Background: an optimization exercise with open tools, aiming at small area, a short achievable clock period and few clock cycles. Do not read the settings as production practice.
In this exercise RTL edits were held to simulation tests only and were not proved equivalent to the original.

build 52:
Design idct_top, start of the top module:
module idct_top (
	input  logic                 clock,
	input  logic                 resetn,
	input  logic                 start_i,
	input  logic [4:0]           block_row_i,
	input  logic [5:0]           block_col_i,
	input  sram_pkg::sram_data_t sram_read_data_i,
	output sram_pkg::sram_addr_t sram_address_o,
	output sram_pkg::sram_data_t sram_write_data_o,
	output logic                 sram_we_n_o,
	output logic                 done_o
);
For scale: roughly 500 flip-flops, roughly 66 I/O pins, about 29000 sq um of cells after synthesis.
Settings: LEC_CHECK=0, CAP_MARGIN=20, CORE_MARGIN=2, CORE_UTILIZATION=65, CTS_CLUSTER_DIAMETER=100, CTS_CLUSTER_SIZE=30, SETUP_SLACK_MARGIN=5, SLEW_MARGIN=20; clock period 13.0 ns.
standard.sh (not shown) runs the stock make flow with config.mk's settings and CLKGATE_MAP_FILE= SYNTH_SCRIPT=/design/flow/synth_recipe.tcl, a recipe that flattens the netlist after the stock synthesis.
==> flow/flow/run.sh <==
#!/bin/bash
# The standard layout (standard.sh: ORFS from synthesis to the final
# layout), with timing repair aiming for a setup slack well above zero so
# that the layout reaches a shorter period than the 13 ns it is signed off at.
bash standard.sh SETUP_SLACK_MARGIN=9.3 finish > standard.log 2>&1
Testbench counts of build 52, summed over its fixed seeds: cycles 34,304.
> inputs changed (build 52 -> build 43)
- CTS_CLUSTER_SIZE now 20, was 30
--- outcome ---
Summary of build 43 over build 52: register cell area after layout held steady, global-route met3 utilization +0.34 points.
Row clock buffer count: build 43 higher / build 52 lower
The final reports for build 43 and build 52 show sequential share of layout area lower in the former.
Build 43 against build 52: clock period minus worst slack went up by 0.014 ns.
Setup changes, build 43 to build 58
- CTS_CLUSTER_SIZE now 30, was 20
==> flow/flow/run.sh <==
#!/bin/bash
# The standard layout (standard.sh: ORFS from synthesis to the final
# layout), with timing repair aiming for a setup slack well above zero so
# that the layout reaches a shorter period than the 13 ns it is signed off at.
bash standard.sh SETUP_SLACK_MARGIN=9.45 finish > standard.log 2>&1
Notes after the runs:
Per the final summary, build 58 finished and its layout is clean on timing, DRC and antenna.
Build 43 | status: complete | timing, DRC, antenna: pass
Compared with build 43, in build 58 final cell count saw little to no change; clock-pin slew on the worst setup and hold paths saw an increase.
Total global-route track usage across build 43 and build 58: no real change.
The share of the cycle needed by the critical path after routing in build 58 was lower than what build 43 gave.
[build 58 vs build 43] routed length on met2: higher in build 58
Taking build 43 as the reference, in build 58 post-CTS setup buffer count increased by 3 relative to the old numbers, total routed wirelength increased by about 2.3% relative to the old numbers, cell area increased by 510 sq um relative to the old numbers, multi-input gate area in the final layout increased by 340 sq um relative to the old numbers.

Another version of the RTL of idct_top (not shown whole).
Size in the first run: about 540 flip-flops, about 66 I/O pins.
clock: 13.0 ns
lec_check: 0
cap_margin: 20
core_margin: 2
core_utilization: 65
setup_slack_margin: 5
slew_margin: 20
==> flow/flow/run.sh <==
#!/bin/bash
# The standard layout (standard.sh: ORFS from synthesis to the final
# layout), with timing repair aiming for a setup slack well above zero so
# that the layout reaches a shorter period than the 13 ns it is signed off at.
bash standard.sh SETUP_SLACK_MARGIN=9.0 finish > standard.log 2>&1
The starting point passed the timing, design-rule and antenna checks.
Testbench counts at the start, summed over its fixed seeds: cycles 34,304.
==> next run, changes <==
--- a/flow/flow/run.sh
+++ b/flow/flow/run.sh
@@ -4,2 +4,2 @@
 # that the layout reaches a shorter period than the 13 ns it is signed off at.
-bash standard.sh SETUP_SLACK_MARGIN=9.0 finish > standard.log 2>&1
+bash standard.sh SETUP_SLACK_MARGIN=9.5 finish > standard.log 2>&1
=>
- synthesized cell count stays the same
- via count grows by roughly a tenth
- first-iteration DRC count grows by well over a third
- global-route usage grows by 3.3 points

idct_top, a different RTL version from the one above (not shown whole).
Size in the first run: ~3200 cells after synthesis, roughly 510 flip-flops, roughly 66 I/O pins.
Settings: LEC_CHECK=0, CAP_MARGIN=20, CORE_MARGIN=2, CORE_UTILIZATION=65, SETUP_SLACK_MARGIN=5, SLEW_MARGIN=20; clock period 13.0 ns.
==> flow/flow/run.sh <==
#!/bin/bash
# Standard layout, with timing repair aiming well below the clock period.
bash standard.sh SETUP_SLACK_MARGIN=9.5 finish > standard.log 2>&1
Testbench counts at the start, summed over its fixed seeds: cycles 34,560.
Change:
==> flow/run.sh (new file) <==
#!/bin/bash
# synth_recipe.tcl (not shown) runs the flow's synth.tcl, then flattens the netlist and writes it again
# the make line also repeats each setting of config.mk as NAME=value (left out here)
make -C /OpenROAD-flow-scripts/flow DESIGN_CONFIG=/design/flow/config.mk WORK_HOME=/design/flow/orfs CLKGATE_MAP_FILE= SYNTH_SCRIPT=/design/flow/synth_recipe.tcl finish
- CAP_MARGIN: 20 -> 80
- SLEW_MARGIN: 20 -> 80
removed: flow/flow/run.sh
removed: flow/standard.sh
=>
- The changed run went through all stages and came out clean
- core utilization grows by 0.74 points
- final area increases by 0.97%
- area after synthesis is unchanged
- via count drops by about 0.75%
Change:
- CAP_MARGIN: 80 -> 20
- SLEW_MARGIN: 80 -> 20
Global-route usage went down by 0.67 points. Worst setup slack is worse by 6.2 ps. Cell area came out lower by 6.4%.

## run 1
Another version of the RTL of idct_top (not shown whole).
For scale: roughly 3000 cells after synthesis, ~500 flip-flops, about 66 I/O pins.
## idct_top
module idct_top (
	input  logic                 clock,
	input  logic                 resetn,
	input  logic                 start_i,
	input  logic [4:0]           block_row_i,
	input  logic [5:0]           block_col_i,
	input  sram_pkg::sram_data_t sram_read_data_i,
	output sram_pkg::sram_addr_t sram_address_o,
	output sram_pkg::sram_data_t sram_write_data_o,
	output logic                 sram_we_n_o,
	output logic                 done_o
);
==> flow/config.mk <==
export PLATFORM = sky130hd
export DESIGN_NAME = idct_top
export DESIGN_NICKNAME = idct_top
export VERILOG_FILES = /design/flow/design.v
export SDC_FILE = /design/flow/constraint.sdc
export NUM_CORES = 4
export LEC_CHECK = 0
export CAP_MARGIN = 20
export CORE_MARGIN = 2
export CORE_UTILIZATION = 65
export SETUP_SLACK_MARGIN = 5
export SLEW_MARGIN = 20
==> flow/constraint.sdc <==
create_clock -name core_clock -period 13.0 [get_ports {clock}]
set_input_delay 2.6000 -clock core_clock [delete_from_list [all_inputs] [get_ports {clock}]]
set_output_delay 2.6000 -clock core_clock [all_outputs]
set_load 0.01 [all_outputs]
==> flow/flow/run.sh <==
#!/bin/bash
# The standard layout (standard.sh: ORFS from synthesis to the final
# layout), with timing repair aiming for a setup slack well above zero so
# that the layout reaches a shorter period than the 13 ns it is signed off at.
bash standard.sh SETUP_SLACK_MARGIN=9.3 finish > standard.log 2>&1
Testbench counts of run 1, summed over its fixed seeds: cycles 34,304.
The inputs of run 2 differ from those of run 1 as listed below.
==> flow/flow/run.sh <==
#!/bin/bash
# The standard layout (standard.sh: ORFS from synthesis to the final
# layout), with timing repair aiming for a setup slack well above zero so
# that the layout reaches a shorter period than the 13 ns it is signed off at.
bash standard.sh SETUP_SLACK_MARGIN=9.0 finish > standard.log 2>&1
Notes after the runs:
The final layout from run 2, which completed every stage, passed the timing, design-rule and antenna checks at the end of the flow.
Run 1 → run 2: share of layout cells above drive strength 1 now smaller; number of buffers inserted during clock tree synthesis up about 2%; simple-gate share of the synthesized area essentially unchanged.
Run 2 ends up with higher number of antenna violations at the first check in global routing than run 1 does.
## Diff of input files: run 3 against run 2
Settings: an added CTS_CLUSTER_SIZE of 30; an added CTS_CLUSTER_DIAMETER of 100.
==> flow/flow/run.sh <==
#!/bin/bash
# The standard layout (standard.sh: ORFS from synthesis to the final
# layout), with timing repair aiming for a setup slack well above zero so
# that the layout reaches a shorter period than the 13 ns it is signed off at.
bash standard.sh SETUP_SLACK_MARGIN=9.3 finish > standard.log 2>&1
Findings:
Number of H-tree levels, run 3 and run 2, higher one = run 2.
Number of detailed-route iterations in the first pass ends up lower on run 2.
Minimum clock period after layout for run 3: 0.18 ns down relative to run 2
Comparing run 3 against run 2, there is no change at all in number of flops mapped to enable cells by yosys.
Delta (run 3 minus run 2): total wire length after detailed routing lower, final setup slack of the worst path higher.
On maximum single-stage delay on the critical path, run 3 and run 2 are basically level.

## oak
Another version of the RTL of idct_top (not shown whole).
Size in the first run: ~2,500 cells after synthesis, about 480 flip-flops, ~27,000 sq um of cells after synthesis.
==> flow/config.mk <==
export PLATFORM = sky130hd
export DESIGN_NAME = idct_top
export DESIGN_NICKNAME = idct_top
export VERILOG_FILES = /design/flow/design.v
export SDC_FILE = /design/flow/constraint.sdc
export NUM_CORES = 4
export LEC_CHECK = 0
export CAP_MARGIN = 20
export CORE_MARGIN = 2
export CORE_UTILIZATION = 65
export CTS_CLUSTER_DIAMETER = 100
export CTS_CLUSTER_SIZE = 24
export SETUP_SLACK_MARGIN = 5
export SLEW_MARGIN = 20
==> flow/constraint.sdc <==
create_clock -name core_clock -period 13.0 [get_ports {clock}]
set_input_delay 2.6000 -clock core_clock [delete_from_list [all_inputs] [get_ports {clock}]]
set_output_delay 2.6000 -clock core_clock [all_outputs]
set_load 0.01 [all_outputs]
==> flow/flow/run.sh <==
#!/bin/bash
# The standard layout (standard.sh: ORFS from synthesis to the final
# layout), with timing repair aiming for a setup slack well above zero so
# that the layout reaches a shorter period than the 13 ns it is signed off at.
bash standard.sh SETUP_SLACK_MARGIN=9.4 finish > standard.log 2>&1
Testbench counts of oak, summed over its fixed seeds: cycles 34,304.
Input changes introduced in pine (baseline for comparison: oak):
Settings: CORE_UTILIZATION now 70, was 65.
==> flow/flow/run.sh <==
#!/bin/bash
# The standard layout (standard.sh: ORFS from synthesis to the final
# layout), with timing repair aiming for a setup slack well above zero so
# that the layout reaches a shorter period than the 13 ns it is signed off at.
bash standard.sh SETUP_SLACK_MARGIN=9.3 finish > standard.log 2>&1
Findings:
~same clock-cell share of area in pine and oak. oak reports its launching instance or port of the critical path as wd_q[6] while pine reports wd_q[8]. pine vs. oak: global routing usage summed across all routing layers rose by 3.0 points, worst setup slack decreased 0.048 ns. Taking oak as the reference, in pine wire length reported by the detailed router saw an increase, via count of the first global-routing pass moved up.
Setup changes, pine to birch
Settings: CORE_UTILIZATION now 65, was 70.
## What came out
Source of the critical timing path: wd_q[5] -> birch, wd_q[8] -> pine
Summary of birch over pine: clock period minus worst slack went down 0.034 ns.
Min utilization across pine and birch: birch
Compared pine against birch; layout overhead on the synthesized area within noise.
pine reports its last element of the critical path as sram_write_data_o[8] while birch reports sram_write_data_o[5].

-- afterwards: timing with drivers on the ports --
How much do the figures lean on ideal ports? The routed layouts below were timed once more, with nothing changed but the port constraints. Step 1, drivers: a clkbuf_16 drives clock and a buf_2 each remaining input, both assumed. Step 2 times the ports against the registers' clock, not the clock port: input delays grow and output delays shrink by t, the midpoint of the rising clock arrivals with the driver on. Three values: no drivers, after step 1, after step 2; two values: the first two.
| run | t (ns) | setup WS [ns] | worst setup path after step 2 | clock arrival spread, ns | pins driven straight from the clock port |
|---|---|---|---|---|---|
| build 52 | 0.627 | 9.275 / 9.217 / 8.810 | input to register | 0.023 / 0.023 | 1 |
| build 43 | 0.653 | 9.261 / 9.204 / 8.791 | input to register | 0.028 / 0.027 | 1 |
| build 58 | 0.635 | 9.306 / 9.244 / 8.944 | input to register | 0.024 / 0.025 | 1 |
| the first run of note 2 | 0.690 | 9.070 / 9.057 / 8.493 | input to register | 0.022 / 0.022 | 1 |
| the second run of note 2 | 0.695 | 8.765 / 8.765 / 8.765 | register to register | 0.042 / 0.042 | 1 |
| the first run of note 3 | 0.675 | 9.264 / 9.202 / 8.638 | input to register | 0.015 / 0.015 | 1 |
| the second run of note 3 | 0.674 | 8.427 / 8.427 / 8.078 | input to register | 0.020 / 0.020 | 1 |
| the third run of note 3 | 0.679 | 8.421 / 8.421 / 7.982 | input to register | 0.041 / 0.041 | 1 |
| run 1 | 0.672 | 9.251 / 9.190 / 8.793 | input to register | 0.040 / 0.040 | 1 |
| run 2 | 0.678 | 9.093 / 9.029 / 8.531 | input to register | 0.019 / 0.018 | 1 |
| run 3 | 0.636 | 9.272 / 9.209 / 8.815 | input to register | 0.032 / 0.032 | 1 |
| oak | 0.627 | 9.288 / 9.227 / 8.867 | input to register | 0.024 / 0.024 | 1 |
| pine | 0.637 | 9.241 / 9.184 / 8.757 | input to register | 0.025 / 0.025 | 1 |
| birch | 0.629 | 9.274 / 9.217 / 8.826 | input to register | 0.028 / 0.027 | 1 |
After both steps every run listed still meets setup and hold. For the first run of note 3, which loses most, drivers alone change the setup slack by -0.062 ns; drivers and shift together by -0.626 ns.
